From an optimization exercise on the open Yosys and OpenROAD flow, aimed at small area, a short achievable clock period and few clock cycles per item; shortcuts taken in it are not production practice. No functional check of the RTL was part of any run shown here.

## flow/design.v (module list and top-level ports; edited modules follow where they fit)
// module gf_mul: 412 lines
// module chien_lane: 2172 lines
// module batch_counter: 26 lines
// module scan_ctrl: 33 lines
// module root_serializer: 118 lines
// module chien_search: 97 lines
module chien_search #(
    parameter int LANES = 16,
    parameter int DEPTH = 4
) (
    input  logic                 clk_i,
    input  logic                 rst_ni,
    input  logic                 start_req_i,
    input  logic                 root_ack_i,
    input  logic [119:0]         sigma_i,
    output logic                 start_ack_o,
    output logic                 root_req_o,
    output logic                 done_o,
    output logic [9:0]           root_pos_o,
    output logic [3:0]           root_count_o
);
  // ...
==> flow/run.sh <==
#!/bin/bash
# synth_recipe.tcl (not shown) runs the flow's synth.tcl, then flattens the netlist and writes it again
# the make line also repeats each setting of config.mk as NAME=value (left out here)
make -C /OpenROAD-flow-scripts/flow DESIGN_CONFIG=/design/flow/config.mk WORK_HOME=/design/flow/orfs CLKGATE_MAP_FILE= SYNTH_SCRIPT=/design/flow/synth_recipe.tcl finish
==> flow/config.mk <==
export PLATFORM = sky130hd
export DESIGN_NAME = chien_search
export DESIGN_NICKNAME = chien_search
export VERILOG_FILES = /design/flow/design.v
export SDC_FILE = /design/flow/constraint.sdc
export NUM_CORES = 4
export LEC_CHECK = 0
export CAP_MARGIN = 20
export CORE_MARGIN = 2
export CORE_UTILIZATION = 25
export SETUP_SLACK_MARGIN = 1.5
export SLEW_MARGIN = 20
==> flow/constraint.sdc <==
create_clock -name core_clock -period 5.0 [get_ports {clk_i}]
set_input_delay 1.0000 -clock core_clock [delete_from_list [all_inputs] [get_ports {clk_i}]]
set_output_delay 1.0000 -clock core_clock [all_outputs]
set_load 0.01 [all_outputs]
==> out/qor.csv, run 1 <==
stage,metric,value,unit
status,status,"complete, no violations",
finish,"leading cell type in the layout, fill and taps excluded",xnor2_1,
global_route,M2 GR Usage,47.9,%
finish,Layout non-clock buf frac,13.3,%
finish,Multi-In Gates,2998,
synth,Cells after Synth,3640,
cts,hold_buf cts,0,
global_route,GR Util met1,39.2,%
routing,via count,30300,
sta,slew of the pin with the lowest slew margin,1300,ps
finish,number of flip-flops in the largest register,160,
routing,metal2 WL,103000,um
sta,setup_tns,0,ps
floorplanning,Starting Density,25.1,%
floorplanning,die width,383,um
routing,WL met3,19700,um
routing,DRT iter0 DRCs,3645,
synth,top_reg_cell synth,edfxtp_1,
place,pre-CTS WS,612,ps
finish,count of non-CTS buffers in the layout,645,
finish,# nets final,4292,
synth,main combinational cell family by area after synthesis,XOR/XNOR gates,
==> module root_serializer, before the edit <==
module root_serializer #(
    parameter int LANES = 16,
    parameter int DEPTH = 4
) (
    input  logic                 clk_i,
    input  logic                 rst_ni,
    input  logic                 sv_i,
    input  logic [10*LANES-1:0]  sum_i,
    input  logic [9-$clog2(LANES):0] batch_i,  
    input  logic                 first_i,      
    input  logic                 last_i,       
    input  logic                 root_ack_i,
    output logic                 room_o,       
    output logic                 root_req_o,
    output logic [9:0]           root_pos_o,
    output logic                 done_o,
    output logic [3:0]           root_count_o
);
    localparam int LW = $clog2(LANES);
    localparam int HW = 10 - LW;
    localparam int DW = $clog2(DEPTH);
    logic [LANES-1:0] zero;
    logic [LANES-1:0] hits;
    logic             push;
    for (genvar m = 0; m < LANES; m++) begin : g_zero
        assign zero[m] = (sum_i[10*m +: 10] == '0);
    end
    assign hits = zero & ~({LANES{first_i}} & {{(LANES/2){1'b0}}, {(LANES/2){1'b1}}})
                       & ~({LANES{last_i}}  & {{(LANES/2){1'b1}}, {(LANES/2){1'b0}}});
    assign push = sv_i && ((hits != '0) || last_i);
    logic [LANES-1:0] qhit_q  [0:DEPTH-1];
    logic [HW-1:0]    qhb_q   [0:DEPTH-1];
    logic             qlast_q [0:DEPTH-1];
    logic             qempty_q [0:DEPTH-1];
    logic [DW-1:0]    wp_q;
    logic [DW-1:0]    rp_q;
    logic [DW:0]      cnt_q;
    logic [LANES-1:0] h;
    logic [HW-1:0]    hb;
    logic             hvalid;
    logic             hempty;
    logic [LANES-1:0] low;
    logic [LW-1:0]    sel;
    logic             pop;
    logic             take;
    logic             launch;
    logic             req_q;
    logic [9:0]       pos_q;
    logic [9:0]       pos_next;
    logic [3:0]       rc_q;
    assign hvalid = (cnt_q != '0);
    assign h      = qhit_q[rp_q];
    assign hb     = qhb_q[rp_q];
    assign hempty = qempty_q[rp_q];
    assign room_o = (cnt_q < (DW+1)'(DEPTH - 1))
                 || ((cnt_q == (DW+1)'(DEPTH - 1)) && (!push || pop))
                 || ((cnt_q == (DW+1)'(DEPTH)) && pop && !push);
    always_comb begin
        sel = '0;
        for (int k = LANES - 1; k >= 0; k--) begin
            if (h[k]) begin
                sel = LW'(k);
            end
        end
    end
    assign low = LANES'(1) << sel;
    assign pos_next = {sel[LW-1] ? hb - 1'b1 : hb, sel[LW-1], ~sel[LW-2:0]};
    assign take   = req_q && root_ack_i;
    assign launch = hvalid && !hempty && !req_q && !root_ack_i;
    assign done_o = hvalid && hempty && qlast_q[rp_q];
    assign pop    = hvalid && hempty;
    always_ff @(posedge clk_i) begin
        for (int e = 0; e < DEPTH; e++) begin
            if (push && wp_q == DW'(e)) begin
                qhit_q[e]   <= hits;
                qhb_q[e]    <= batch_i;
                qlast_q[e]  <= last_i;
                qempty_q[e] <= (hits == '0);
            end else if (take && rp_q == DW'(e)) begin
                qhit_q[e]   <= qhit_q[e] & ~low;
                qempty_q[e] <= ((qhit_q[e] & ~low) == '0);
            end
        end
        if (launch) begin
            pos_q <= pos_next;
        end
    end
    always_ff @(posedge clk_i or negedge rst_ni) begin
        if (!rst_ni) begin
            wp_q  <= '0;
            rp_q  <= '0;
            cnt_q <= '0;
            req_q <= 1'b0;
            rc_q  <= '0;
        end else begin
            if (push) begin
                wp_q <= wp_q + 1'b1;
            end
            if (pop) begin
                rp_q <= rp_q + 1'b1;
            end
            cnt_q <= cnt_q + (DW+1)'(push) - (DW+1)'(pop);
            if (take) begin
                req_q <= 1'b0;
            end else if (launch) begin
                req_q <= 1'b1;
            end
            if (done_o) begin
                rc_q <= '0;
            end else if (take) begin
                rc_q <= rc_q + 1'b1;
            end
        end
    end
    assign root_req_o   = req_q;
    assign root_pos_o   = pos_q;
    assign root_count_o = rc_q;
endmodule
==> run 2: changes to the inputs <==
--- a/flow/design.v
+++ b/flow/design.v
@@ -2675,7 +2675,7 @@
     end
     assign hits = zero & ~({LANES{first_i}} & {{(LANES/2){1'b0}}, {(LANES/2){1'b1}}})
                        & ~({LANES{last_i}}  & {{(LANES/2){1'b1}}, {(LANES/2){1'b0}}});
-    assign push = sv_i && ((hits != '0) || last_i);
+    assign push = sv_i && ((zero != '0) || last_i);
     logic [LANES-1:0] qhit_q  [0:DEPTH-1];
     logic [HW-1:0]    qhb_q   [0:DEPTH-1];
     logic             qlast_q [0:DEPTH-1];
==> out/qor.csv, run 2 <==
stage,metric,value,unit,change
status,status,"complete, no violations",,
place,GP Congestion,1.06,,
routing,Pre-antenna DRT Iters,6,,
routing,WL/cell,40.1,um,
finish,number of flip-flops in the largest register,160,,unchanged
synth,YS warnings,8,,
synth,most frequent cell after synthesis,xnor2_1,,
global_route,largest net degree at the start of global routing,59,,
synth,Post-Syn Area,36200,um2,
cts,worst skew pair latency,760,ps,
floorplanning,DIE HEIGHT,385,um,
synth,"Avg Cell Area, Syn",9.98,um2,
synth,mux cell area share after synthesis,1.23,%,
sta,fmax,262,MHz,
floorplanning,num rows,139,,
worst_setup_path,CP required,5540,ps,
synth,area share of the largest cell type after synthesis,42.6,%,
worst_setup_path,R2R depth,5,,
worst_setup_path,Worst Setup Start Kind,flop,,
synth,Synth Area in Compound Gates,4.78,%,
worst_setup_path,crit-path max FO,7,,
sta,headroom to the max-slew limit,14.8,%,
worst_setup_path,"slowest stage cell, crit path",edfxtp_1,,
global_route,antenna violations before repair,12,,
finish,fillcell total,14800,,
floorplanning,Starting Density,25.2,%,+0.090 points
sta,Fin. Hold Viols,0,,
worst_setup_path,crit path cell chain,xnor2_1 > xnor2_2 > xnor2_1 > xnor2_1 > xnor2_1,,
floorplanning,Top Ports,141,,
synth,Synth Net Count,3775,,
job,Maximum Capacitance Violations,0,,
worst_setup_path,CP dominant cell by count,xnor2_1,,
finish,share of layout cells above drive strength 1,18.4,%,
synth,Post-synth EDFFs,234,,
cts,hold_buf cts,0,,unchanged
synth,Adder-Cell Fraction of Synth Area,0.677,%,
synth,main combinational cell family by area after synthesis,XOR/XNOR gates,,
sta,final worst path period need,3820,ps,
routing,Total Routed Length,242000,um,
place,port buffer count,140,,
finish,Largest Register,sum_q,,
sta,post-route setup slack,1180,ps,
sta,"Slew Viols, Final",0,,
worst_setup_path,Setup CP Type,reg2reg,,
cts,clk buf depth,3,,
routing,drt drc,0,,
cts,Root Driver,clkbuf_16,,
floorplanning,core area,144000,um2,
synth,register area share after synthesis,29.7,%,
finish,synthesis-to-finish area growth,27.8,%,
routing,Final ANT Viol Nets,0,,
floorplanning,die width,385,um,+0.36%
worst_hold_path,min-delay worst type,reg2reg,,
worst_setup_path,Setup crit end kind,flop,,
synth,synth unique cells,71,,
floorplanning,die area,148000,um2,
sta,part of the cycle the worst path needs,76.3,%,
synth,Synth area leader,xnor2_1,,
sta,slew of the pin with the lowest slew margin,1280,ps,-24.1 ps
finish,"commonest non-fill, non-tap cells in the layout","xnor2_1, xor2_1, buf_4",,
cts,clock-pin slew on the worst setup and hold paths,60,ps,
global_route,vias in the first global route,29500,,
finish,largest registers,"sum_q: 160 flops, term_q: 120 flops, u_ser.qhit_q: 64 flops",,
sta,final clock skew,65.6,ps,
cts,CTS Sinks,415,,
global_route,GRT overflow,0,,
synth,Synth Area in Simple Gates,5.53,%,
worst_setup_path,Worst EP arrival,4360,ps,
worst_hold_path,beginning of the worst hold path,u_cnt.cnt_q[4],,
sta,Hold Slack,501,ps,
worst_hold_path,Hold Path Depth,0,,
finish,"leading cell type in the layout, fill and taps excluded",xnor2_1,,
routing,via/cell ratio,5.02,,
worst_setup_path,reg2reg start,term_q[40],,
worst_setup_path,CP peak stage delay,1200,ps,
cts,CTS buffer count,53,,
sta,# setup viols final,0,,
synth,"top cells by count, synth","xnor2_1, xor2_1, edfxtp_1",,
synth,XOR/XNOR Fraction of Synth Area,55.5,%,
synth,Cells after Synth,3632,,-0.22%
sta,unrepaired setup endpoints after global routing,true,,
cts,H-tree lvl count,2,,
finish,# nets final,4210,,-1.9%
routing,via count,30200,,-0.26%
synth,Post-synth ARST share,5.06,%,
cts,TritonCTS clock tree,yes,,
sta,setup_tns,0,ps,unchanged
synth,top_reg_cell synth,edfxtp_1,,
place,HPWL after detailed placement,195000,um,
synth,Seq cells post-synth,415,,
routing,DRT iter0 DRCs,3595,,-1.4%
global_route,first-pass GRT wire length,303000,um,
worst_setup_path,Setup crit start,term_q[40],,
place,pre-CTS WS,558,ps,-54.1 ps
global_route,Global Route Usage Sum,31.7,%,
synth,Synth area leaders,"xnor2_1, edfxtp_1, xor2_1",,
-- run 2: cell types whose count changed after synthesis, moves of 27 or more --
cell and delta:
mux2_2 +27, nor2_1 -47, nor3_1 +31, nand3_1 +81, xnor2_1 -42, nand2_1 -67
-- run 2: area by class of cell --
| class | instances | area, um2 | share of cell area [%] |
|---|---|---|---|
| flip-flops and latches | 415 | 10800 | 23.2 |
| multi-input cells | 2987 | 25900 | 55.8 |
| well taps | 1903 | 2380 | 5.14 |
| repair buffers | 578 | 5310 | 11.4 |
| inverters | 32 | 156 | 0.338 |
| clock inverters | 32 | 359 | 0.775 |
| clock buffers | 68 | 1510 | 3.26 |
| diodes | 5 | 12.5 | 0.0270 |
-- run 2: path summary, 6_finish.rpt --
kind	to	slack, ps
setup / recovery	sum_q[17]	1180
setup reg to reg	sum_q[17]	1180
max in group asynchronous	u_ser.rp_q[0]	3940
hold / removal	sbatch_q[4]	500
hold reg to reg	sbatch_q[4]	500
min in group asynchronous	u_ser.rp_q[1]	720
-- run 2: worst max-delay path: cells and delay by family, from the launching register on --
family    cells  cell delay [ps]
flops         1             1200
xor+xnor      5             2370
-- run 2: kinds of logic (layout without fill, tap and decap cells) --
family                   count (synthesis)  after routing
XOR/XNOR                              2271           2271
flip-flops                             415            415
AND/OR/NAND/NOR                        382            385
AO/OA/AOI/OAI                          271            271
buffers and inverters                  233            710
multiplexers                            41             41
adder cells (fa/ha/maj)                 19             19
other                                    0              5
-- run 2: timing repair --
item	4_1_cts	5_1_grt
endpoints found under the setup margin	387	172
setup buffers	37	41
pin swaps	21	29
gates resized for setup	78	80
cloned	1	21
-- run 2: layer usage --
metal | vias to the layer above | GRT usage [%] | wire [um] | share of wire [%]
met4 | 10 | 25.3 | 24000 | 9.9
met5 | - | 0 | 73 | 0.030
met3 | 638 | 7.00 | 19000 | 7.9
met2 | 1849 | 47.9 | 104000 | 43
li1 | 12700 | - | - | -
met1 | 15100 | 38.7 | 94600 | 39
-- run 2: per-stage QoR --
step / utilization [%] / instances / instance area [um2]
6_report: 32.2 / 6020 / 46300
2_1_floorplan: - / 3632 / 36300
5_1_grt: 32.2 / 6015 / 46300
3_3_place_gp: 29.5 / 5812 / 42500
3_5_place_dp: 29.6 / 5814 / 42500
4_1_cts: 31.4 / 5952 / 45200

-- static timing again, ports no longer ideal --
No port has a modelled driver above. Below, the same layouts with a new extraction and two added sets of constraints.
Step 1 sets driving cells, clkbuf_16 on the clock port and buf_2 on the other inputs (assumed; they add their load-dependent delay and slew).
Step 2 also shifts input and output timing later by t, the mid clock arrival at the registers, as if the neighbouring blocks saw the same clock.
Three values: ideal, step 1, step 2; two values: the first two.
run | t, ns | setup slack, ns | worst setup path after step 2 | clock arrival spread, ns
run 1 | 0.786 | 1.247 / 1.247 / 1.247 | register to register | 0.048 / 0.047
run 2 | 0.805 | 1.183 / 1.183 / 1.183 | register to register | 0.066 / 0.065
After both steps setup and hold are still met in every run listed.
